From an optimization exercise on the open Yosys and OpenROAD flow, aimed at small area; shortcuts taken in it are not production practice. Function was checked by simulation only, so behaviour that the tests miss may differ from the original. Power is estimated from default activity; no workload was simulated.

[flow/design.v]
module apb3_slave_regbank (
    input  logic        clk,
    input  logic        rst,
    input  logic [7:0]  paddr,
    input  logic        pwrite,
    input  logic        psel,
    input  logic        penable,
    input  logic [31:0] pwdata,
    output logic [31:0] prdata,
    output logic        pready,
    output logic        pslverr
);
    localparam int N = 48;
    logic        act_q;               
    logic        err_q, wv_q;         
    logic [31:0] wd_q;
    logic [3:0]  t16_q;
    logic [1:0]  t3_q;
    logic [15:0] o16_q;
    logic [2:0]  o3w_q, o3r_q;
    logic        pend_q;              
    logic        clr1_q;              
    logic [31:0] ring [N];
    logic        err_in, act_d, complete, odd, commit, clr;
    logic [3:0]  p16_in;
    logic [1:0]  p3_in;
    logic [15:0] dec16;
    logic [2:0]  dec3;
    logic [N-1:0]   rsel;
    logic [N/2-1:0] wsel;
    assign err_in   = (paddr[1:0] != 2'b00) || (paddr[7:6] == 2'b11);
    assign act_d    = ~rst & psel & ~penable;
    assign complete = act_q & psel & penable;
    assign odd      = |{o16_q[15], o16_q[13], o16_q[11], o16_q[9],
                        o16_q[7], o16_q[5], o16_q[3], o16_q[1]};
    assign commit   = ~rst & (pend_q | (complete & wv_q)) & odd;
    assign clr      = rst | clr1_q;
    always_comb begin
        logic [2:0] s3;
        p16_in = paddr[5:2] + t16_q + 4'd1;
        s3     = {1'b0, paddr[7:6]} + {1'b0, t3_q} + 3'd1;
        p3_in  = (s3 >= 3'd6) ? 2'(s3 - 3'd6) : (s3 >= 3'd3) ? 2'(s3 - 3'd3) : s3[1:0];
        dec16  = 16'b1 << p16_in;
        dec3   = 3'b1 << p3_in;
    end
    always_ff @(posedge clk) begin
        act_q  <= act_d;
        pend_q <= ~rst & complete & wv_q & ~odd;
        clr1_q <= rst;
        if (rst) begin
            t16_q <= '0;
            t3_q  <= '0;
        end else begin
            t16_q <= t16_q + 4'd1;
            t3_q  <= (t3_q == 2'd2) ? 2'd0 : t3_q + 2'd1;
        end
        if (!act_q) begin
            err_q <= err_in;
            wv_q  <= pwrite & ~err_in;
            wd_q  <= pwdata;
            o16_q <= dec16;
            o3w_q <= dec3;
        end else begin
            o16_q <= {o16_q[14:0], o16_q[15]};
            o3w_q <= {o3w_q[1:0], o3w_q[2]};
        end
        if (!act_d)
            o3r_q <= '0;
        else if (!act_q)
            o3r_q <= dec3 & {3{~pwrite & ~err_in}};
        else
            o3r_q <= {o3r_q[1:0], o3r_q[2]};
    end
    always_comb begin
        for (int p = 0; p < N; p++)
            rsel[p] = o16_q[p % 16] & o3r_q[p % 3];
        for (int k = 0; k < N / 2; k++)
            wsel[k] = commit & o16_q[(2 * k + N - 1) % 16] & o3w_q[(2 * k + N - 1) % 3];
    end
    logic [31:0] tap_d [N/2];
    logic [N/2-1:0] ka, kb;
    logic [31:0] nb_t, nb_i;
    logic [31:0] nbk [N/2];
    assign nb_t = ~wd_q;
    assign nb_i = wd_q & {32{~clr}};
    for (genvar k = 0; k < N / 2; k++) begin : g_tap
        if (k % 2 == 0) begin : g_t
            assign ka[k]  = wsel[k] | clr;
            assign kb[k]  = ~wsel[k];
            assign nbk[k] = nb_t;
        end else begin : g_i
            assign ka[k]  = wsel[k] | clr;
            assign kb[k]  = ~(wsel[k] | clr);
            assign nbk[k] = nb_i;
        end
        for (genvar b = 0; b < 32; b++) begin : g_b
            rb_tap u (.ka(ka[k]), .s(ring[(2 * k + N - 1) % N][b]), .kb(kb[k]),
                      .nb(nbk[k][b]), .y(tap_d[k][b]));
        end
    end
    always_ff @(posedge clk) begin
        for (int k = 0; k < N / 2; k++) begin
            ring[2 * k]     <= tap_d[k];
            ring[2 * k + 1] <= ring[2 * k];
        end
    end
    for (genvar b = 0; b < 32; b++) begin : g_rd
        logic [7:0]  lo;
        logic [11:0] hi;
        for (genvar g = 0; g < 8; g++) begin : g_t
            localparam int P0 = 4 * ((3 * g) / 2) + (3 * g) % 2;
            localparam int P1 = 4 * ((3 * g + 1) / 2) + (3 * g + 1) % 2;
            localparam int P2 = 4 * ((3 * g + 2) / 2) + (3 * g + 2) % 2;
            rb_rdt u (.s0(rsel[P0]), .d0(ring[P0][b]), .s1(rsel[P1]), .d1(ring[P1][b]),
                      .s2(rsel[P2]), .d2(ring[P2][b]), .y(lo[g]));
        end
        for (genvar j = 0; j < 12; j++) begin : g_i
            rb_rdi u (.ns0(~rsel[4 * j + 2]), .d0(ring[4 * j + 2][b]),
                      .ns1(~rsel[4 * j + 3]), .d1(ring[4 * j + 3][b]), .y(hi[j]));
        end
        logic [5:0] lo2;
        logic [3:0] hi2;
        for (genvar j = 0; j < 6; j++) begin : g_n
            rb_nor2 u (.a(hi[2 * j]), .b(hi[2 * j + 1]), .y(lo2[j]));
        end
        rb_nand4 u_n0 (.a(lo[0]), .b(lo[1]), .c(lo[2]), .d(lo[3]), .y(hi2[0]));
        rb_nand4 u_n1 (.a(lo[4]), .b(lo[5]), .c(lo[6]), .d(lo[7]), .y(hi2[1]));
        rb_nand4 u_n2 (.a(lo2[0]), .b(lo2[1]), .c(lo2[2]), .d(lo2[3]), .y(hi2[2]));
        rb_nand2 u_n3 (.a(lo2[4]), .b(lo2[5]), .y(hi2[3]));
        rb_or4   u_o  (.a(hi2[0]), .b(hi2[1]), .c(hi2[2]), .d(hi2[3]), .y(prdata[b]));
    end
    assign pready  = act_q;
    assign pslverr = act_q & err_q;
endmodule
module rb_tap (input logic ka, s, kb, nb, output logic y);
    assign y = ~((ka | s) & (kb | nb));
endmodule
module rb_rdt (input logic s0, d0, s1, d1, s2, d2, output logic y);
    assign y = ~((s0 & d0) | (s1 & d1) | (s2 & d2));
endmodule
module rb_rdi (input logic ns0, d0, ns1, d1, output logic y);
    assign y = ~((ns0 | d0) & (ns1 | d1));
endmodule
module rb_nor2 (input logic a, b, output logic y);
    assign y = ~(a | b);
endmodule
module rb_nand4 (input logic a, b, c, d, output logic y);
    assign y = ~(a & b & c & d);
endmodule
module rb_nand2 (input logic a, b, output logic y);
    assign y = ~(a & b);
endmodule
module rb_or4 (input logic a, b, c, d, output logic y);
    assign y = a | b | c | d;
endmodule
[flow/run.sh]
#!/bin/bash
# synth_recipe.tcl (not shown) runs the flow's synth.tcl, then flattens the netlist and writes it again
# the make line also repeats each setting of config.mk as NAME=value (left out here)
make -C /OpenROAD-flow-scripts/flow DESIGN_CONFIG=/design/flow/config.mk WORK_HOME=/design/flow/orfs CLKGATE_MAP_FILE= SYNTH_SCRIPT=/design/flow/synth_recipe.tcl finish
[flow/config.mk]
export PLATFORM = sky130hd
export DESIGN_NAME = apb3_slave_regbank
export DESIGN_NICKNAME = apb3_slave_regbank
export VERILOG_FILES = /design/flow/design.v
export SDC_FILE = /design/flow/constraint.sdc
export NUM_CORES = 4
export LEC_CHECK = 0
export CAP_MARGIN = 20
export CORE_MARGIN = 2
export CORE_UTILIZATION = 60
export CTS_BUF_LIST = sky130_fd_sc_hd__clkbuf_8 sky130_fd_sc_hd__clkbuf_16
export CTS_CLUSTER_DIAMETER = 80
export CTS_CLUSTER_SIZE = 25
export PLACE_DENSITY = 0.7
export SETUP_SLACK_MARGIN = 0.2
export SLEW_MARGIN = 20
export SYNTH_HIERARCHICAL = 1
export SYNTH_MINIMUM_KEEP_SIZE = 0
[flow/constraint.sdc]
create_clock -name core_clock -period 5.0 [get_ports {clk}]
set_input_delay 1.0000 -clock core_clock [delete_from_list [all_inputs] [get_ports {clk}]]
set_output_delay 1.0000 -clock core_clock [all_outputs]
set_load 0.01 [all_outputs]
==> results of run 1 <==
[kinds of logic after synthesis]
logic type	Yosys count
xor+xnor	8
simple gates	506
flops	1601
buf+inv	71
compound gates	1476
fa+ha+maj	10
[flip-flops by register name (all words and copies together) (netlist names), 2 cells and up]
name	cells
t16_q	4
t3_q	2
wd_q	32
o16_q	16
o3r_q	3
o3w_q	3
ring	1536
[power by group through the flow]
stage,Clock (mW),Sequential [mW],Combinational (mW)
after detailed placement,0,14.3,1.02
after global placement,0,14.2,0.992
after floorplan,0,14.1,0.571
after CTS,6.78,14.0,1.03
after global routing,7.24,14.1,1.11
final,6.84,14.0,1.10
[placed cells by master (no fill, tap or decap), types with 13 or more instances in the layout]
cell type,instances
clkdlybuf4s50_1,78
o22ai_1,1152
buf_12,27
and2_4,23
dfxtp_1,1564
clkbuf_16,79
or4_1,34
nand4_1,97
buf_4,115
a222oi_1,256
a21o_2,24
nor2_1,230
nand2_2,30
inv_1,61
o21ai_0,13
nand2_1,59
edfxtp_1,34
[repair_timing]
action                                  CTS  global route
endpoints found under the hold margin     0             0
endpoints found under the setup margin    8            31
pin swaps                                 0             3
resized for setup                         8            24
gates cloned                              0             1
buffers inserted                          0             1
[per-module statistics from Yosys (local to each module, per instance)]
| module | copies in the design | cells inside | cell area (sq um) | flops+latches |
|---|---|---|---|---|
| rb_or4 | 32 | 1 | 7.507 | 0 |
| apb3_slave_regbank | 1 | 1912 | 34050 | 1601 |
| rb_nand4 | 96 | 1 | 6.256 | 0 |
| rb_rdt | 256 | 1 | 10.01 | 0 |
| rb_tap | 768 | 1 | 6.256 | 0 |
| rb_nor2 | 192 | 1 | 3.754 | 0 |
| rb_rdi | 384 | 1 | 6.256 | 0 |
| rb_nand2 | 32 | 1 | 3.754 | 0 |
[per-layer routing]
metal	vias up	GRT usage, %	wire, um
li1	15470	-	-
met1	18660	56.72	63600
met2	3965	65.17	75230
met3	1098	19.28	30880
met4	4	28.49	14320
met5	-	0.5629	57
[worst max-delay path, cell delays in order (launching register included)]
cell             delay (ns)
dfxtp_2                0.51
and2_4                 0.42
buf_4                  0.31
a222oi_1               0.35
nand4_1                0.34
or4_1                  0.65
clkdlybuf4s50_1        0.51
[how the worst max path moves through the flow]
stage               startpoint           to  slack, ns
CTS                   o3r_q[0]   prdata[26]       0.15
global route         o16_q[13]   prdata[16]       0.26
finish                o3r_q[0]   prdata[16]       0.25
global placement      o3r_q[0]   prdata[18]       0.72
floorplan                  rst  ring[34][0]       1.77
detailed placement    o3r_q[0]   prdata[18]       0.66
[metrics by stage]
step	hold WS (ns)	cell area, sq um	setup WS [ns]	power [mW]
finish	0.3400	51270	0.2511	21.97
floorplan	0.3298	45500	1.773	14.69
global placement	0.3335	49060	0.7194	15.24
CTS	0.3395	51160	0.1533	21.80
global route	0.3516	51260	0.2567	22.45
detailed placement	0.3349	49060	0.6590	15.31
[layout make-up]
cell class              count  area, sq um
flip-flops and latches   1601        32390
fillers                  5513        23550
multi-input cells        2001        13190
repair buffers            221         2212
clock buffers              79         1977
well taps                 969         1212
inverters                  42        157.7
clock inverters            24        116.4
diodes                      6        15.01
==> impl_metrics.tcl, run 1 <==
set metrics [dict create \
    outcome "timing/DRC/antenna clean" \
    finalSetupTns_ns 0 \
    grt_pass1_vias 38030 \
    clk_latency_ns 0.67 \
    area_growth_pct 12.68 \
    p_comb_share_pct 5.0 \
    synth_common_cells "dfxtp_1 (1567), o22ai_1 (1152), a222oi_1 (256)" \
    vias_per_cell 7.931 \
    cp.arrival_ns 3.75 \
    die_w_um 279.4 \
    skew_ns 0.02615 \
    relSlewSlack_pct 24.35 \
    synthSimpleGateAreaFrac_pct 5.249 \
    yosys.area_share.xor_xnor_pct 0.1540 \
    place.gp.congestion 0.9715 \
    period_share_pct 94.98 \
    synth.most_common_cell "dfxtp_1" \
    synth-adder-area-share_pct 0.3080 \
    slew_viol_final 0 \
    yosys.area.top_type "dfxtp_1" \
    synth_warnings 12 \
    hold_path.class "register to register" \
    synth_compound_area_share_pct 22.49 \
    switching_share_pct 23.56 \
    overflow 0 \
    cts_buffers 74 \
    port_buffers 78 \
    cts_tree "built" \
    worstPathRequired_ns 4.00 \
    rsz0062_at_grt "no" \
    drive_gt1_share_pct 8.317 \
    clk_pin_slew_ns 0.10 \
    finalNonFillerCells 4943 \
    rr_worst_depth 6 \
    clk_path_buf_depth 3 \
    ys_seq_elements 1601 \
    worst_pin_slew_ns 1.131 \
    worstHoldPathCells 0 \
    start_util_pct 60.81 \
    grt_first_pass_wirelength_um 258300 \
    ant_nets 0 \
    min_period_ns 4.749 \
    timing.hold.worst.start "ring[14][6]" \
    synthesis.nets 3727 \
    seqPwrFrac_pct 63.9 \
    min_to "ring[15][6]" \
    synth_top_family_by_area "compound AO/OA/AOI/OAI gates" \
    worst-setup-path-type "register to output port" \
    syn_area_sq_mm 0.04550 \
    synthMuxAreaShare_pct 0 \
    die_h_um 279.4 \
    grt_use_total_pct 45.51 \
    p_clk_share_pct 31.1 \
    p_leak_nw 18.91 \
    finalHoldViolations 0 \
    placedCellCount 4831 \
    synth.top_cell.area_share_pct 68.94 \
    synth.distinct_cells 40 \
    core_area_sq_mm 0.07482 \
    drtIter0Drc 7826 \
    std_cell_rows 100 \
    cts_root_buf "clkbuf_16" \
    worstReg2RegEnd "ring[44][3]" \
    synth_edf_count 34 \
    hpwl_um 110600 \
    synth_cells 3672 \
    cp-end-kind "output port" \
    r2r_setup_slack_ns 1.96 \
    syn_avg_cell_area_sq_um 12.39 \
    yosys-top-cells-area "dfxtp_1 (69%), o22ai_1 (16%), a222oi_1 (5.6%)" \
    setup_viol 0 \
    cts_sinks 1601 \
    cap_violations 0 \
    post-route-util_pct 68.53 \
    grt_max_degree 50 \
    power_density_mw_per_mm2 428.6 \
    reg2reg_from "wv_q" \
    postCtsHoldBufs 0 \
    final_nets 3996 \
    critPathMaxFanout 19 \
    antenna_found_initial 6 \
    fmax_mhz 210.6 \
    worstSetupStartpointType "register" \
    ys_seq_area_share_pct 71.19 \
    async_reset_ff_share_pct 0 \
    design.die.area_sq_mm 0.07805 \
    dr.pass1.iters 9 \
    synth_ff_type "dfxtp_1" \
    avgRoutedWirePerCell_um 37.24 \
    io_pins 79 \
    route.detailed.drc 0 \
    routed_wl_um 184100 \
    p_int_mw 16.80 \
    htree_levels 3 \
    power_switching_mw 5.177 \
    vias 39200 \
    ir_worst_vdd_uv 311.8 \
]
==> run 2, diff against run 1 <==
--- a/flow/config.mk
+++ b/flow/config.mk
@@ -7,11 +7,10 @@
 export LEC_CHECK = 0
 export CAP_MARGIN = 20
 export CORE_MARGIN = 2
-export CORE_UTILIZATION = 60
+export CORE_UTILIZATION = 45
 export CTS_BUF_LIST = sky130_fd_sc_hd__clkbuf_8 sky130_fd_sc_hd__clkbuf_16
 export CTS_CLUSTER_DIAMETER = 80
 export CTS_CLUSTER_SIZE = 25
-export PLACE_DENSITY = 0.7
 export SETUP_SLACK_MARGIN = 0.2
 export SLEW_MARGIN = 20
 export SYNTH_HIERARCHICAL = 1
==> run 2 against run 1 <==
Net effect:
- critical endpoint is now prdata[0]
- wire length down 2.3%
- still clean
- combinational power about the same
- largest cell class unchanged
- first-iteration DRC count down 28%
- highest routed layer unchanged
- sequential cell count unchanged
- maximum frequency down 1.5%
==> impl_metrics.tcl, run 2 <==
set metrics [dict create \
    rsz0062_at_grt "yes" \
    power_density_mw_per_mm2 427.0 \
    clk_latency_ns 0.70 \
    crit_buf_inv 2 \
    grt_max_degree 55 \
    clk_path_buf_depth 3 \
    die_h_um 322.0 \
    holdWs_ns 0.3298 \
    total_power_mw 22.09 \
    cp.arrival_ns 3.82 \
    hold_path.class "register to register" \
    largest_reg_flops 1536 \
    critPathCapture "prdata[0]" \
    cts_tree "built" \
    htree_levels 3 \
    crit_chain "nand2_2, buf_4, o22ai_1, nor2_1, nand2_1, or4_1, clkdlybuf4s50_1" \
    routed_wl_um 179800 \
    grt_use_total_pct 33.65 \
    cap_violations 0 \
    vias_per_cell 7.023 \
    placed_cell_area_sq_mm 0.04952 \
    antenna_found_initial 2 \
    synth_cells 3672 \
    synth_common_cells "dfxtp_1 (1567), o22ai_1 (1152), a222oi_1 (256)" \
    placedCellCount 5163 \
    die_w_um 322.0 \
    finalNonFillerCells 5270 \
    slew_viol_final 0 \
    syn_avg_cell_area_sq_um 12.39 \
    avgRoutedWirePerCell_um 34.12 \
    postCtsHoldBufs 0 \
    drtIter0Drc 5647 \
    synth.top_cell.area_share_pct 68.94 \
    finish.instance_area_sq_mm 0.05173 \
    regMostFlops "ring" \
    place.gp.congestion 0.9136 \
    ir_worst_vdd_uv 256.7 \
    worst-path-stages 7 \
    layout_setup_ws_ns 0.1770 \
    fmax_mhz 207.3 \
    rr_worst_depth 6 \
    yosys-top-cells-area "dfxtp_1 (69%), o22ai_1 (16%), a222oi_1 (5.6%)" \
    finalHoldViolations 0 \
    layout_commonest_cell "dfxtp_1" \
    critPathTopFamily "simple AND/OR/NAND/NOR gates" \
    layout_common_cells "dfxtp_1 (1565), o22ai_1 (1152), a222oi_1 (256), nor2_1 (230), buf_4 (115)" \
    hpwl_um 109800 \
    area_growth_pct 13.70 \
    skew_ns 0.03353 \
    cp-end-kind "output port" \
    fillers 8784 \
    drive_gt1_share_pct 8.487 \
    period_share_pct 96.46 \
    crit_slowest_cell "nand2_2" \
    crit_start "o3r_q[0]" \
    ant_nets 0 \
    reg_top3 "ring x1536, wd_q x32, o16_q x16" \
    max_stage_delay_ns 0.75 \
    grt_pass1_vias 35770 \
    synth_ff_type "dfxtp_1" \
    io_pins 79 \
    synth.distinct_cells 40 \
    cts_sinks 1601 \
    clk_pin_slew_ns 0.10 \
    reg2reg_from "wv_q" \
    worst-setup-path-type "register to output port" \
    finalSetupTns_ns 0 \
    start_util_pct 45.43 \
    r2r_setup_slack_ns 2.11 \
    ys_seq_elements 1601 \
    p_leak_nw 18.89 \
    ys_seq_area_share_pct 71.19 \
    yosys.area.top_type "dfxtp_1" \
    final_nets 3999 \
    route.detailed.drc 0 \
    synth_edf_count 34 \
    min_period_ns 4.823 \
    worstReg2RegEnd "ring[38][31]" \
    synthesis.nets 3727 \
    post-route-util_pct 51.66 \
    cts_root_buf "clkbuf_16" \
    port_buffers 78 \
    core_area_sq_mm 0.1001 \
    dr.pass1.iters 8 \
    overflow 0 \
    critPathMaxFanout 17 \
    cts_buffers 76 \
    vias 37010 \
    worst_pin_slew_ns 1.113 \
    grt_first_pass_wirelength_um 252400 \
    outcome "timing/DRC/antenna clean" \
    std_cell_rows 116 \
    setup_viol 0 \
    design.die.area_sq_mm 0.1037 \
    worstSetupStartpointType "register" \
    synth_warnings 12 \
    worstPathRequired_ns 4.00 \
    syn_area_sq_mm 0.04550 \
    synth.most_common_cell "dfxtp_1" \
    async_reset_ff_share_pct 0 \
    post-place-ws_ns 0.8150 \
    relSlewSlack_pct 25.52 \
]
[run 2: cell counts after synthesis]
No cell type changed its count.
[run 2: layer usage]
metal | wire [um] | GRT usage (%)
met1 | 70930 | 44.92
met2 | 74690 | 49.16
met3 | 23460 | 10.41
met4 | 10580 | 16.86
met5 | 132 | 0.3783
[run 2: cells by family after synthesis]
group                      after synthesis  synth area share [%]
DFF                                   1601                 71.19
AOI/OAI and AO/OA                     1476                 22.49
and+or+nand+nor                        506                 5.249
buffers and inverters                   71                0.6159
adders and majority gates               10                0.3080
xor gates and xnor gates                 8                0.1540
[run 2: modules after synthesis, one instance, submodules excluded]
module,flip-flops and latches,times used
rb_nand4,0,96
rb_nand2,0,32
apb3_slave_regbank,1601,1
rb_nor2,0,192
rb_tap,0,768
rb_or4,0,32
rb_rdt,0,256
rb_rdi,0,384
[run 2: cell type report]
cell class / instances / area (sq um) / area share [%]
multi-input cells: 2000 / 13160 / 25.44
clock inverters: 27 / 200.2 / 0.3870
flip-flops and latches: 1601 / 32390 / 62.62
well taps: 1298 / 1624 / 3.139
repair buffers: 223 / 2245 / 4.339
clock buffers: 78 / 1952 / 3.773
diodes: 1 / 2.502 / 0.004837
inverters: 42 / 157.7 / 0.3047
[run 2: worst min path at each step]
stage	startpoint	endpoint	slack, ns	depth (start not counted)
6_report	ring[40][7]	ring[41][7]	0.33	0
3_5_place_dp	ring[12][18]	ring[13][18]	0.34	0
3_3_place_gp	ring[42][17]	ring[43][17]	0.33	0
2_1_floorplan	ring[12][0]	ring[13][0]	0.33	0
4_1_cts	ring[26][2]	ring[27][2]	0.34	0
5_1_grt	ring[32][13]	ring[33][13]	0.35	0
[run 2: where the power goes]
| group | internal, mW | total [mW] | switching (mW) | leakage (nW) |
|---|---|---|---|---|
| Combinational | 0.366 | 1.08 | 0.717 | 4.49 |
| Clock | 2.88 | 7.01 | 4.13 | 1.11 |
| Sequential | 13.6 | 14.0 | 0.431 | 13.3 |
| Total | 16.8 | 22.1 | 5.28 | 18.9 |
[run 2: timing repair]
item,4_1_cts,5_1_grt
gates cloned,0,0
endpoints found under the setup margin,24,31
gates resized for setup,13,10
buffers inserted,0,0
==> run 3, diff against run 2 <==
==> flow/flow/run.sh (new file) <==
#!/bin/bash
# The standard layout, with plain buffers (instead of the default delay-cell
# choice) on the input and output ports.
set -euo pipefail
export BUFFER_PORTS_ARGS="-buffer_cell sky130_fd_sc_hd__buf_2"
bash standard.sh > standard.log 2>&1
==> flow/standard.sh (new file) <==
#!/bin/bash
# synth_recipe.tcl (not shown) runs the flow's synth.tcl, then flattens the netlist and writes it again
# the make line also repeats each setting of config.mk as NAME=value (left out here)
make -C /OpenROAD-flow-scripts/flow DESIGN_CONFIG=/design/flow/config.mk WORK_HOME=/design/flow/orfs CLKGATE_MAP_FILE= SYNTH_SCRIPT=/design/flow/synth_recipe.tcl "${@:-finish}"
removed: flow/run.sh
==> run 3 against run 2 <==
Net effect:
- global-route usage increased by 1.8 points
- combinational power is essentially flat
- design area is 1.5% lower
- non-clock buffer count down 16
- register-to-register slack got worse by 0.36 ns
- worst hold slack got worse by 0.0078 ns
- sequential power hardly changed
- critical path depth fell by 1
- count of clock-buffer cells in the layout shrank 1
- synthesized area is the same
- wire length grew 5.5%
- critical path type unchanged
- largest power group unchanged
==> impl_metrics.tcl, run 3 <==
set metrics [dict create \
    reg_top3 "ring x1536, wd_q x32, o16_q x16" \
    postCtsSetupBuffers 0 \
    synth.distinct_cells 40 \
    grt_busiest_layer "met2" \
    outcome "timing/DRC/antenna clean" \
    ant_nets 0 \
    min_period_ns 4.817 \
    regMostFlops "ring" \
    io_pins 79 \
    synth.most_common_cell "dfxtp_1" \
    synth_cells 3672 \
    clk_latency_ns 0.72 \
    power_density_mw_per_mm2 433.6 \
    std_cell_rows 116 \
    worstSetupStartpointType "register" \
    overflow 0 \
    synthesis.nets 3727 \
    cts_sinks 1601 \
    hold_path.class "register to register" \
    dr.pass1.iters 10 \
    crit_slowest_cell "or4_1" \
    synth_common_cells "dfxtp_1 (1567), o22ai_1 (1152), a222oi_1 (256)" \
    grt_use_met2_pct 49.31 \
    period_share_pct 96.35 \
    design.die.area_sq_mm 0.1037 \
    r2r_setup_slack_ns 1.75 \
    die_w_um 322.0 \
    finalHoldViolations 0 \
    fmax_mhz 207.6 \
    setup_viol 0 \
    worst-setup-path-type "register to output port" \
    p_leak_nw 18.73 \
    routed_wl_um 189600 \
    ys_seq_area_share_pct 71.19 \
    synth_warnings 12 \
    syn_area_sq_mm 0.04550 \
    total_power_mw 22.10 \
    antenna_found_initial 4 \
    layout_common_cells "dfxtp_1 (1567), o22ai_1 (1152), a222oi_1 (256), nor2_1 (229), buf_4 (117)" \
    htree_levels 3 \
    cap_violations 0 \
    die_h_um 322.0 \
    cts_tree "built" \
    hpwl_um 112500 \
    cp.arrival_ns 3.82 \
    crit_chain "and2_2, buf_4, a222oi_1, nand4_1, or4_1, buf_2" \
    port_buffers 78 \
    largest_reg_flops 1536 \
    yosys.area.top_type "dfxtp_1" \
    finalSetupTns_ns 0 \
    slew_viol_final 0 \
    cp-end-kind "output port" \
    yosys-top-cells-area "dfxtp_1 (69%), o22ai_1 (16%), a222oi_1 (5.6%)" \
    clk_pin_slew_ns 0.10 \
    postCtsHoldBufs 0 \
    synth_ff_type "dfxtp_1" \
    rsz0062_at_grt "no" \
    placed_cell_area_sq_mm 0.04880 \
    start_util_pct 45.43 \
    grt_pass1_vias 35320 \
    drtIter0Drc 6948 \
    avgRoutedWirePerCell_um 36.09 \
    max_stage_delay_ns 0.73 \
    worstPathRequired_ns 4.00 \
    place.gp.congestion 0.9310 \
    synth_edf_count 34 \
    async_reset_ff_share_pct 0 \
    ys_seq_elements 1601 \
    area_growth_pct 12.03 \
    cts_buffers 76 \
    use_met3_pct 11.13 \
    relSlewSlack_pct 18.69 \
    grt_max_degree 52 \
    layout_commonest_cell "dfxtp_1" \
    skew_ns 0.04282 \
    ir_worst_vdd_uv 351.3 \
    synth.top_cell.area_share_pct 68.94 \
    critPathMaxFanout 24 \
    vias_per_cell 7.144 \
    grtUsageMet1_pct 49.09 \
    grt_first_pass_wirelength_um 261200 \
    clk_path_buf_depth 3 \
    worst_pin_slew_ns 1.220 \
    route.detailed.drc 0 \
    grt_use_total_pct 35.42 \
    core_area_sq_mm 0.1001 \
    final_nets 3983 \
    cts_root_buf "clkbuf_16" \
    vias 37540 \
    syn_avg_cell_area_sq_um 12.39 \
    finish.instance_area_sq_mm 0.05098 \
    drive_gt1_share_pct 10.06 \
    post_cts_resized 0 \
]
==> run 3: cell count changes in the layout (fill, tap and decap cells not counted), sizes merged <==
cell	change
inv	-3
clkbuf	-1
clkinv	+4
clkdlybuf4s50	-78
buf	+62
==> run 3: metrics by stage <==
stage               util (%)  hold slack [ns]  std cells  setup slack, ns
detailed placement     48.73           0.3353       5147            1.077
CTS                    50.89           0.3385       5252           0.3148
global route           50.90           0.3393       5253           0.2093
global placement       48.72           0.3309       5147            1.101
finish                 50.90           0.3219       5254           0.1826
floorplan                  -           0.3298       3672            1.773
==> run 3: worst paths after layout <==
path / start / to / cells past startpoint
hold reg to reg: ring[6][23] / ring[7][23] / 0
setup reg to reg: wv_q / ring[4][9] / 6
setup / recovery: o3r_q[1] / prdata[10] / 6
hold / removal: ring[6][23] / ring[7][23] / 0
==> run 3: cells by family (layout without fill, tap and decap cells) <==
kind of cell	Yosys count	after routing	share of synthesized area [%]
AO/OA/AOI/OAI	1476	1476	22.49
XOR/XNOR	8	8	0.1540
adder cells (fa/ha/maj)	10	10	0.3080
buffers and inverters	71	354	0.6159
flip-flops	1601	1601	71.19
other	0	1	0
AND/OR/NAND/NOR	506	506	5.249
==> run 3: per-module statistics from Yosys (local to each module, per instance) <==
module              cell area, sq um  times used  cells inside
apb3_slave_regbank             34050           1          1912
rb_nand2                       3.754          32             1
rb_nand4                       6.256          96             1
rb_nor2                        3.754         192             1
rb_or4                         7.507          32             1
rb_rdi                         6.256         384             1
rb_rdt                         10.01         256             1
rb_tap                         6.256         768             1
==> run 3: area by class of cell <==
cell class / count / area (sq um)
fill: 8854 / 49170
sequential: 1601 / 32390
multi-input combinational: 2000 / 13120
clock buffer: 77 / 1916
tap: 1298 / 1624
timing repair buffer: 207 / 1509
clock inverter: 28 / 252.7
inverter: 42 / 157.7
antenna: 1 / 2.502
==> run 3: critical path, delay by kind of cell, from the launching register on <==
family	cells	cell delay (ns)
AOI/OAI and AO/OA	1	0.32
and+or+nand+nor	3	1.61
DFF	1	0.56
buffers and inverters	2	0.60
==> run 3: report_power, final <==
part           total (mW)  switching, mW  internal [mW]
sequential           14.0          0.443           13.6
combinational        1.05          0.729          0.324
clock                7.04           4.19           2.85
==> run 3: layer usage <==
layer  routed length, um  up-vias
li1                    -    15440
met1               74580    18440
met2               76130     2987
met3               27680      657
met4               11180       10
met5                  70        -
==> run 4, diff against run 3 <==
==> flow/config.mk (replaced) <==
export PLATFORM = sky130hd
export DESIGN_NAME = apb3_slave_regbank
export DESIGN_NICKNAME = apb3_slave_regbank
export VERILOG_FILES = /design/flow/design.v
export SDC_FILE = /design/flow/constraint.sdc
export NUM_CORES = 4
export LEC_CHECK = 0
export CAP_MARGIN = 10
export CORE_MARGIN = 2
export CORE_UTILIZATION = 45
export CTS_BUF_LIST = sky130_fd_sc_hd__clkbuf_8 sky130_fd_sc_hd__clkbuf_16
export CTS_CLUSTER_DIAMETER = 50
export CTS_CLUSTER_SIZE = 30
export SETUP_SLACK_MARGIN = 0.1
export SLEW_MARGIN = 10
export SYNTH_HIERARCHICAL = 1
export SYNTH_MINIMUM_KEEP_SIZE = 0
==> run 4 against run 3 <==
Net effect:
- still clean on timing, DRC and antenna
- sequential power about the same
- clock skew increased by 0.0035 ns
- critical path depth unchanged
- synthesized area unchanged
- design area increased by 4.9%
- setup slack got worse by 0.040 ns
- sequential cell count unchanged
- maximum frequency decreased by 0.82%
- critical path type unchanged
- highest routed layer is now met4
==> impl_metrics.tcl, run 4 <==
set metrics [dict create \
    outcome "timing/DRC/antenna clean" \
    worst-setup-path-type "register to output port" \
    drtIter0Drc 7043 \
    placed_cell_area_sq_mm 0.04879 \
    regMostFlops "ring" \
    cts_buffers 130 \
    multi_input_area_sq_mm 0.01312 \
    finalSetupTns_ns 0 \
    skew_ns 0.04630 \
    fillers 8623 \
    clk_latency_ns 0.78 \
    cts_tree "built" \
    place.gp.congestion 0.9310 \
    worstPathRequired_ns 4.00 \
    std_cell_rows 116 \
    min_period_ns 4.857 \
    cts_root_buf "clkbuf_16" \
    relSlewSlack_pct 12.54 \
    drive_gt1_share_pct 13.30 \
    finalHoldViolations 0 \
    synthesis.nets 3727 \
    ant_nets 0 \
    layout_common_cells "dfxtp_1 (1567), o22ai_1 (1152), a222oi_1 (256), nor2_1 (231), clkbuf_16 (138)" \
    die_h_um 322.0 \
    routed_wl_um 192400 \
    cap_violations 0 \
    p_leak_nw 19.91 \
    fmax_mhz 205.9 \
    vias 38400 \
    core_area_sq_mm 0.1001 \
    yosys.area.top_type "dfxtp_1" \
    final_nets 4036 \
    cts_sinks 1601 \
    async_reset_ff_share_pct 0 \
    post_cts_resized 0 \
    grt_pass1_vias 35980 \
    synth_common_cells "dfxtp_1 (1567), o22ai_1 (1152), a222oi_1 (256)" \
    ys_seq_area_share_pct 71.19 \
    layout_commonest_cell "dfxtp_1" \
    port_buffers 78 \
    syn_avg_cell_area_sq_um 12.39 \
    synth.top_cell.area_share_pct 68.94 \
    io_pins 79 \
    grt_first_pass_wirelength_um 264900 \
    rsz0062_at_grt "no" \
    synth_edf_count 34 \
    reg_top3 "ring x1536, wd_q x32, o16_q x16" \
    cp-end-kind "output port" \
    vias_per_cell 7.121 \
    slew_viol_final 0 \
    ir_worst_vdd_uv 320.3 \
    cp.arrival_ns 3.86 \
    hpwl_um 112500 \
    synth.most_common_cell "dfxtp_1" \
    worstSetupStartpointType "register" \
    critPathMaxFanout 18 \
    clk_path_buf_depth 3 \
    design.die.area_sq_mm 0.1037 \
    postCtsSetupBuffers 0 \
    avgRoutedWirePerCell_um 35.69 \
    grt_use_total_pct 36.05 \
    hold_path.class "register to register" \
    finish.instance_area_sq_mm 0.05350 \
    yosys-top-cells-area "dfxtp_1 (69%), o22ai_1 (16%), a222oi_1 (5.6%)" \
    synth_ff_type "dfxtp_1" \
    antenna_found_initial 2 \
    synth_warnings 12 \
    overflow 0 \
    postCtsHoldBufs 0 \
    dr.pass1.iters 10 \
    power_density_mw_per_mm2 490.0 \
    ys_seq_elements 1601 \
    total_power_mw 26.21 \
    start_util_pct 45.43 \
    grt_max_degree 52 \
    clk_pin_slew_ns 0.08 \
    area_growth_pct 17.57 \
    synth_cells 3672 \
    die_w_um 322.0 \
    htree_levels 4 \
    worst_pin_slew_ns 1.312 \
    period_share_pct 97.14 \
    seq_area_sq_mm 0.03239 \
    route.detailed.drc 0 \
    syn_area_sq_mm 0.04550 \
    synth.distinct_cells 40 \
    setup_viol 0 \
    largest_reg_flops 1536 \
]
==> run 4: worst paths after layout <==
kind / cells after the start / end / start / slack (ns)
worst max-delay path: 6 / prdata[28] / o3r_q[2] / 0.14
worst min-delay path: 0 / ring[15][23] / ring[14][23] / 0.31
worst max register to register: 6 / ring[4][8] / wv_q / 1.81
worst min register to register: 0 / ring[15][23] / ring[14][23] / 0.31
==> run 4: kinds of logic after synthesis <==
| family | share of synthesized area, % |
|---|---|
| flip-flops | 71.19 |
| AND/OR/NAND/NOR | 5.249 |
| adder cells (fa/ha/maj) | 0.3080 |
| XOR/XNOR | 0.1540 |
| AO/OA/AOI/OAI | 22.49 |
| buffers and inverters | 0.6159 |
==> run 4: per-module statistics from Yosys (local to each module, per instance) <==
| module | cells | area (sq um) | flip-flops and latches | times used |
|---|---|---|---|---|
| rb_rdi | 1 | 6.256 | 0 | 384 |
| rb_nand2 | 1 | 3.754 | 0 | 32 |
| rb_rdt | 1 | 10.01 | 0 | 256 |
| rb_nand4 | 1 | 6.256 | 0 | 96 |
| apb3_slave_regbank | 1912 | 34050 | 1601 | 1 |
| rb_tap | 1 | 6.256 | 0 | 768 |
| rb_or4 | 1 | 7.507 | 0 | 32 |
| rb_nor2 | 1 | 3.754 | 0 | 192 |
==> run 4: layer usage <==
layer	vias to the layer above	track usage, %	wire length, um
li1	15680	-	-
met1	18780	49.50	74860
met2	3232	49.88	77070
met3	702	11.62	28760
met4	0	19.87	11730
met5	-	0	0
==> run 4: per-stage QoR <==
step	hold slack, ns	cells	setup slack (ns)	util [%]
3_3_place_gp	0.3309	5147	1.101	48.72
2_1_floorplan	0.3298	3672	1.773	-
5_1_grt	0.3273	5389	0.1122	53.41
6_report	0.3144	5392	0.1429	53.42
3_5_place_dp	0.3353	5147	1.098	48.72
4_1_cts	0.3193	5389	0.2783	53.41
==> run 4: report_power, final <==
| group | leakage [nW] | internal [mW] | total [mW] | switching, mW |
|---|---|---|---|---|
| combinational | 4.33 | 0.324 | 1.06 | 0.735 |
| sequential | 13.3 | 13.6 | 14.0 | 0.444 |
| clock | 2.30 | 5.79 | 11.1 | 5.36 |
==> run 4: cell type report <==
| cell class | instances | area share, % |
|---|---|---|
| antenna | 3 | 0.01403 |
| clock buffer | 149 | 6.738 |
| clock inverter | 93 | 2.040 |
| inverter | 42 | 0.2947 |
| multi-input combinational | 2000 | 24.52 |
| sequential | 1601 | 60.55 |
| tap | 1298 | 3.036 |
| timing repair buffer | 206 | 2.807 |
==> run 4: critical path, stage by stage (launching register included) <==
cell and delay (ns):
dfxtp_1 0.53, and2_2 0.55, buf_4 0.40, a222oi_1 0.57, nand4_1 0.17, or4_1 0.65
buf_2 0.19
==> run 5, diff against run 4 <==
==> flow/flow/run.sh (replaced) <==
#!/bin/bash
# The standard layout, with plain buffers (instead of the default delay-cell
# choice) on the input and output ports.
set -euo pipefail
export BUFFER_PORTS_ARGS="-buffer_cell sky130_fd_sc_hd__buf_1"
bash standard.sh > standard.log 2>&1
==> flow/config.mk (replaced) <==
export PLATFORM = sky130hd
export DESIGN_NAME = apb3_slave_regbank
export DESIGN_NICKNAME = apb3_slave_regbank
export VERILOG_FILES = /design/flow/design.v
export SDC_FILE = /design/flow/constraint.sdc
export NUM_CORES = 4
export LEC_CHECK = 0
export CAP_MARGIN = 20
export CORE_MARGIN = 2
export CORE_UTILIZATION = 45
export CTS_BUF_LIST = sky130_fd_sc_hd__clkbuf_8 sky130_fd_sc_hd__clkbuf_16
export CTS_CLUSTER_DIAMETER = 100
export CTS_CLUSTER_SIZE = 28
export SETUP_SLACK_MARGIN = 0.1
export SLEW_MARGIN = 20
export SYNTH_HIERARCHICAL = 1
export SYNTH_MINIMUM_KEEP_SIZE = 0
==> run 5 against run 4 <==
Net effect:
- still clean on timing, DRC and antenna
- design area shrank 5.5%
- sequential share of layout area grew 3.5 points
- utilization shrank 2.9 points
- largest cell class unchanged
- highest routed layer is now met5
==> impl_metrics.tcl, run 5 <==
set metrics [dict create \
    p_leak_nw 18.31 \
    cp-end-kind "output port" \
    layout_common_cells "dfxtp_1 (1567), o22ai_1 (1152), a222oi_1 (256), nor2_1 (228), buf_4 (116)" \
    overflow 0 \
    design.die.area_sq_mm 0.1037 \
    largest_reg_flops 1536 \
    hpwl_um 111300 \
    port_buffers 78 \
    cts_tree "built" \
    yosys-top-cells-area "dfxtp_1 (69%), o22ai_1 (16%), a222oi_1 (5.6%)" \
    wl_met2_um 74880 \
    wl_met1_um 72220 \
    ant_nets 0 \
    wl_met3_um 24920 \
    skew_ns 0.03582 \
    grt_use_total_pct 33.90 \
    antenna_found_initial 8 \
    vias_per_cell 7.047 \
    synth_ff_type "dfxtp_1" \
    crit_buf_inv 2 \
    crit_chain "and2_2, buf_4, a222oi_1, nand4_1, or4_1, buf_1" \
    reg_top3 "ring x1536, wd_q x32, o16_q x16" \
    clk_pin_slew_ns 0.12 \
    grt_pass1_vias 35280 \
    synth.distinct_cells 40 \
    grt_max_degree 54 \
    synth_warnings 12 \
    synth_edf_count 34 \
    slew_viol_final 0 \
    area_growth_pct 11.09 \
    synth_cells 3672 \
    drive_gt1_share_pct 7.669 \
    synth.most_common_cell "dfxtp_1" \
    layout_commonest_cell "dfxtp_1" \
    cts_root_buf "clkbuf_16" \
    async_reset_ff_share_pct 0 \
    drtIter0Drc 6578 \
    min_period_ns 4.874 \
    place.gp.congestion 0.9081 \
    relSlewSlack_pct 17.58 \
    synth.top_cell.area_share_pct 68.94 \
    ys_seq_area_share_pct 71.19 \
    finalHoldViolations 0 \
    power_density_mw_per_mm2 428.7 \
    worstPathRequired_ns 4.00 \
    worstSetupStartpointType "register" \
    synthesis.nets 3727 \
    vias 36920 \
    rsz0062_at_grt "no" \
    clk_latency_ns 0.68 \
    clk_path_buf_depth 3 \
    regMostFlops "ring" \
    cts_buffers 68 \
    outcome "timing/DRC/antenna clean" \
    syn_area_sq_mm 0.04550 \
    core_area_sq_mm 0.1001 \
    cap_violations 0 \
    hold_path.class "register to register" \
    cp.arrival_ns 3.87 \
    final_nets 3970 \
    postCtsSetupBuffers 0 \
    routed_wl_um 181700 \
    max_stage_delay_ns 0.68 \
    htree_levels 3 \
    dr.max_layer_used "met5" \
    route.detailed.drc 0 \
    std_cell_rows 116 \
    total_power_mw 21.67 \
    start_util_pct 45.43 \
    setup_viol 0 \
    ys_seq_elements 1601 \
    worst-setup-path-type "register to output port" \
    die_w_um 322.0 \
    critPathTopFamily "simple AND/OR/NAND/NOR gates" \
    ir_worst_vdd_uv 247.1 \
    cts_sinks 1601 \
    period_share_pct 97.49 \
    worst_pin_slew_ns 1.236 \
    synth_common_cells "dfxtp_1 (1567), o22ai_1 (1152), a222oi_1 (256)" \
    io_pins 79 \
    fillers 8896 \
    finalSetupTns_ns 0 \
    die_h_um 322.0 \
    avgRoutedWirePerCell_um 34.67 \
    dr.pass1.iters 10 \
    grt_first_pass_wirelength_um 252900 \
    fmax_mhz 205.2 \
    critPathMaxFanout 20 \
    syn_avg_cell_area_sq_um 12.39 \
    post_cts_resized 0 \
    crit_slowest_cell "a222oi_1" \
    post-route-util_pct 50.47 \
    yosys.area.top_type "dfxtp_1" \
    postCtsHoldBufs 0 \
]
run 5: final cells by class:
class	instances	area (sq um)	share of cell area [%]
multi-input cells	2000	13130	25.97
clock inverters	22	130.1	0.2574
clock buffers	71	1777	3.515
inverters	42	157.7	0.3119
well taps	1298	1624	3.213
diodes	4	10.01	0.01980
repair buffers	202	1331	2.634
flip-flops and latches	1601	32390	64.08
run 5: logic make-up (layout without fill, tap and decap cells):
group           Yosys count  after routing  share of synthesized area (%)
compound gates         1476           1476                          22.49
xor+xnor                  8              8                         0.1540
fa+ha+maj                10             10                         0.3080
buf+inv                  71            337                         0.6159
flops                  1601           1601                          71.19
other cells               0              4                              0
simple gates            506            506                          5.249
run 5: worst reg2reg max path, cell delays in order, from the launching register on:
cell	delay [ns]
dfxtp_1	0.32
buf_4	0.31
nand4_1	0.20
a21oi_1	0.24
and2_1	0.82
a21o_2	0.69
buf_4	0.55
o22ai_1	0.17
run 5: final timing paths:
kind	start	to	slack, ns	cells after the start
worst max-delay path	o3r_q[2]	prdata[28]	0.13	6
worst min-delay path	ring[42][9]	ring[43][9]	0.34	0
worst max register to register	act_q	ring[40][9]	1.56	7
worst min register to register	ring[42][9]	ring[43][9]	0.34	0
run 5: routing by layer:
| layer | GRT usage [%] | up-vias |
|---|---|---|
| met5 | 1.418 | - |
| met4 | 15.36 | 16 |
| met3 | 10.12 | 560 |
| met1 | 46.88 | 18110 |
| li1 | - | 15400 |
| met2 | 48.52 | 2836 |
run 5: stage by stage:
stage	setup slack, ns	instances	area, sq um	hold slack (ns)
floorplan	1.773	3672	45500	0.3298
finish	0.1257	5240	50550	0.3378
global route	0.1598	5237	50540	0.3459
detailed placement	0.9925	5142	48600	0.3350
CTS	0.2571	5235	50500	0.3325
global placement	0.9542	5142	48590	0.3319
run 5: per-module statistics from Yosys, one instance, submodules excluded:
module,times used,area [sq um]
apb3_slave_regbank,1,34050
rb_nand2,32,3.754
rb_nand4,96,6.256
rb_nor2,192,3.754
rb_or4,32,7.507
rb_rdi,384,6.256
rb_rdt,256,10.01
rb_tap,768,6.256
run 5: power by group:
group          internal [mW]  switching, mW  total, mW
clock network           2.62           4.02       6.63
registers               13.6          0.445       14.0
logic                  0.316          0.707       1.02
==> run 6, diff against run 5 <==
--- a/flow/config.mk
+++ b/flow/config.mk
@@ -10,8 +10,8 @@
 export CORE_UTILIZATION = 45
 export CTS_BUF_LIST = sky130_fd_sc_hd__clkbuf_8 sky130_fd_sc_hd__clkbuf_16
 export CTS_CLUSTER_DIAMETER = 100
-export CTS_CLUSTER_SIZE = 28
-export SETUP_SLACK_MARGIN = 0.1
+export CTS_CLUSTER_SIZE = 30
+export SETUP_SLACK_MARGIN = 0.05
 export SLEW_MARGIN = 20
 export SYNTH_HIERARCHICAL = 1
 export SYNTH_MINIMUM_KEEP_SIZE = 0
==> run 6 against run 5 <==
Net effect:
- still clean on timing, DRC and antenna
- sequential share of layout area grew 0.26 points
- critical path depth is the same
- clock power shrank 5.6%
- combinational power is essentially flat
- die area is the same
- maximum frequency shrank 1.2%
- synthesized cell count is the same
- wire length is essentially flat
- non-clock buffer count grew 1
- via count grew 0.44%
- synthesized area is the same
- critical path type unchanged
- critical endpoint unchanged
- highest routed layer unchanged
==> impl_metrics.tcl, run 6 <==
set metrics [dict create \
    placed_cell_area_sq_mm 0.04860 \
    yosys.area_share.xor_xnor_pct 0.1540 \
    layout_commonest_cell "dfxtp_1" \
    yosys.area.top_type "dfxtp_1" \
    route.detailed.drc 0 \
    die_h_um 322.0 \
    final_nets 3963 \
    yosys-top-cells-area "dfxtp_1 (69%), o22ai_1 (16%), a222oi_1 (5.6%)" \
    rsz0062_at_grt "no" \
    worstHoldPathCells 0 \
    io_pins 79 \
    synth_ff_type "dfxtp_1" \
    std_cell_rows 116 \
    skew_ns 0.04865 \
    vias_per_cell 7.088 \
    cts_sinks 1601 \
    synth_common_cells "dfxtp_1 (1567), o22ai_1 (1152), a222oi_1 (256)" \
    clk_latency_ns 0.74 \
    clk_pin_slew_ns 0.12 \
    dr.pass1.iters 10 \
    syn_area_sq_mm 0.04550 \
    cts_tree "built" \
    cp.arrival_ns 3.94 \
    period_share_pct 98.71 \
    synthMuxAreaShare_pct 0 \
    hold_path.class "register to register" \
    drtIter0Drc 6573 \
    overflow 0 \
    synth.most_common_cell "dfxtp_1" \
    grt_max_degree 54 \
    worstPathRequired_ns 4.00 \
    worst_pin_slew_ns 1.172 \
    area_growth_pct 10.63 \
    routed_wl_um 181800 \
    clk_path_buf_depth 3 \
    outcome "timing/DRC/antenna clean" \
    relSlewSlack_pct 21.85 \
    start_util_pct 45.43 \
    die_w_um 322.0 \
    setup_viol 0 \
    synth.top_cell.area_share_pct 68.94 \
    grt_pass1_vias 35090 \
    p_leak_nw 18.21 \
    synthesis.nets 3727 \
    worst-setup-path-type "register to output port" \
    ys_seq_elements 1601 \
    wl_met3_um 25000 \
    place.gp.congestion 0.9081 \
    cts_buffers 60 \
    postCtsHoldBufs 0 \
    finalHoldViolations 0 \
    worstSetupStartpointType "register" \
    syn_avg_cell_area_sq_um 12.39 \
    regMostFlops "ring" \
    rr_worst_depth 7 \
    reg_top3 "ring x1536, wd_q x32, o16_q x16" \
    synth_edf_count 34 \
    critPathMaxFanout 20 \
    ant_nets 0 \
    ys_seq_area_share_pct 71.19 \
    synth-adder-area-share_pct 0.3080 \
    wl_met2_um 74800 \
    finish.instance_area_sq_mm 0.05034 \
    htree_levels 2 \
    fmax_mhz 202.6 \
    layout_common_cells "dfxtp_1 (1567), o22ai_1 (1152), a222oi_1 (256), nor2_1 (228), buf_4 (117)" \
    design.die.area_sq_mm 0.1037 \
    min_period_ns 4.935 \
    synth_compound_area_share_pct 22.49 \
    wl_met1_um 72350 \
    synth_cells 3672 \
    synth.distinct_cells 40 \
    drive_gt1_share_pct 7.506 \
    cp-end-kind "output port" \
    cts_root_buf "clkbuf_16" \
    ir_worst_vdd_uv 342.8 \
    grt_first_pass_wirelength_um 252200 \
    avgRoutedWirePerCell_um 34.74 \
    grt_use_total_pct 33.79 \
    antenna_found_initial 7 \
    cap_violations 0 \
    port_buffers 78 \
    post_cts_resized 0 \
    finalSetupTns_ns 0 \
    synth_warnings 12 \
    power_density_mw_per_mm2 423.1 \
    dr.max_layer_used "met5" \
    vias 37090 \
    largest_reg_flops 1536 \
    synth_top_family_by_area "compound AO/OA/AOI/OAI gates" \
    synthSimpleGateAreaFrac_pct 5.249 \
    hpwl_um 111300 \
    post-route-util_pct 50.27 \
    postCtsSetupBuffers 0 \
    core_area_sq_mm 0.1001 \
    async_reset_ff_share_pct 0 \
    slew_viol_final 0 \
]
==> run 6: changes by cell type in the layout (fill, tap and decap cells not counted), sizes merged <==
| cell | previous run | this run |
|---|---|---|
| clkbuf | 71 | 62 |
| buf | 202 | 203 |
| clkinv | 1 | 0 |
| bufinv | 0 | 1 |
==> run 6: per-layer routing <==
layer	vias to the layer above	track usage, %
li1	15380	-
met1	18310	46.82
met2	2822	48.20
met3	567	9.865
met4	12	16.10
met5	-	0.04728
==> run 6: where the power goes <==
part / leakage (nW) / switching [mW] / total, mW / internal [mW]
clock network: 0.889 / 3.95 / 6.26 / 2.31
registers: 13.3 / 0.444 / 14.0 / 13.6
logic: 4.03 / 0.711 / 1.03 / 0.316
total: 18.2 / 5.10 / 21.3 / 16.2
==> run 6: final timing paths <==
kind	slack, ns	from	endpoint
setup reg to reg	1.54	act_q	ring[40][14]
setup / recovery	0.06	o3r_q[2]	prdata[28]
hold reg to reg	0.34	ring[0][10]	ring[1][10]
hold / removal	0.34	ring[0][10]	ring[1][10]
==> run 6: logic make-up (layout without fill, tap and decap cells) <==
| group | after synthesis | count (layout) |
|---|---|---|
| xor+xnor | 8 | 8 |
| flops | 1601 | 1601 |
| compound gates | 1476 | 1476 |
| simple gates | 506 | 506 |
| fa+ha+maj | 10 | 10 |
| buf+inv | 71 | 329 |
| other cells | 0 | 4 |
==> run 6: final cells by class <==
type,instances,area (sq um)
Inverter,42,157.7
Clock buffer,62,1540
Clock inverter,22,152.6
Timing Repair Buffer,203,1339
Tap cell,1298,1624
Sequential cell,1601,32390
Antenna cell,4,10.01
Multi-Input combinational cell,2000,13130
Fill cell,8928,49810
==> run 6: worst max-delay path: stages, from the launching register on <==
cell,delay [ns]
dfxtp_1,0.54
and2_2,0.51
buf_4,0.37
a222oi_1,0.67
nand4_1,0.26
or4_1,0.65
buf_1,0.17
==> run 6: per-module statistics from Yosys, one instance, submodules excluded <==
module              area (sq um)  flip-flops and latches  times used
apb3_slave_regbank         34050                    1601           1
rb_nand4                   6.256                       0          96
rb_or4                     7.507                       0          32
rb_rdi                     6.256                       0         384
rb_nor2                    3.754                       0         192
rb_rdt                     10.01                       0         256
rb_nand2                   3.754                       0          32
rb_tap                     6.256                       0         768
==> run 6: per-stage QoR <==
step / cells / setup WS, ns / hold slack, ns / power (mW)
4_1_cts: 5226 / 0.2001 / 0.3405 / 21.26
3_3_place_gp: 5142 / 0.9542 / 0.3319 / 15.24
3_5_place_dp: 5142 / 0.9925 / 0.3350 / 15.25
6_report: 5232 / 0.06454 / 0.3396 / 21.30
5_1_grt: 5228 / 0.08666 / 0.3453 / 21.88
2_1_floorplan: 3672 / 1.773 / 0.3298 / 14.69

## static timing again, ports no longer ideal
Ports are ideal in the flow. The routed layouts listed here were re-timed in OpenROAD. Step 1, drivers: a clkbuf_16 drives clk and a buf_2 each remaining input, both assumed. Step 2 also shifts input and output timing later by t, the mid clock arrival at the registers, as if the neighbouring blocks saw the same clock. Slacks: ideal / step 1 / step 2; pairs: ideal / step 1.
run	t (ns)	setup WS [ns]	worst setup path at the end	worst slew at a driven data input, ns
run 1	0.729	0.251 / 0.179 / 0.713	input to register	0.04
run 2	0.760	0.177 / 0.103 / 0.847	input to register	0.05
run 3	0.774	0.183 / 0.107 / 0.881	register to output	0.04
run 4	0.827	0.143 / 0.076 / 0.903	register to output	0.04
run 5	0.736	0.126 / 0.051 / 0.788	register to output	0.07
run 6	0.799	0.065 / -0.013 / 0.786	register to output	0.07
After both steps every run listed still meets setup and hold.
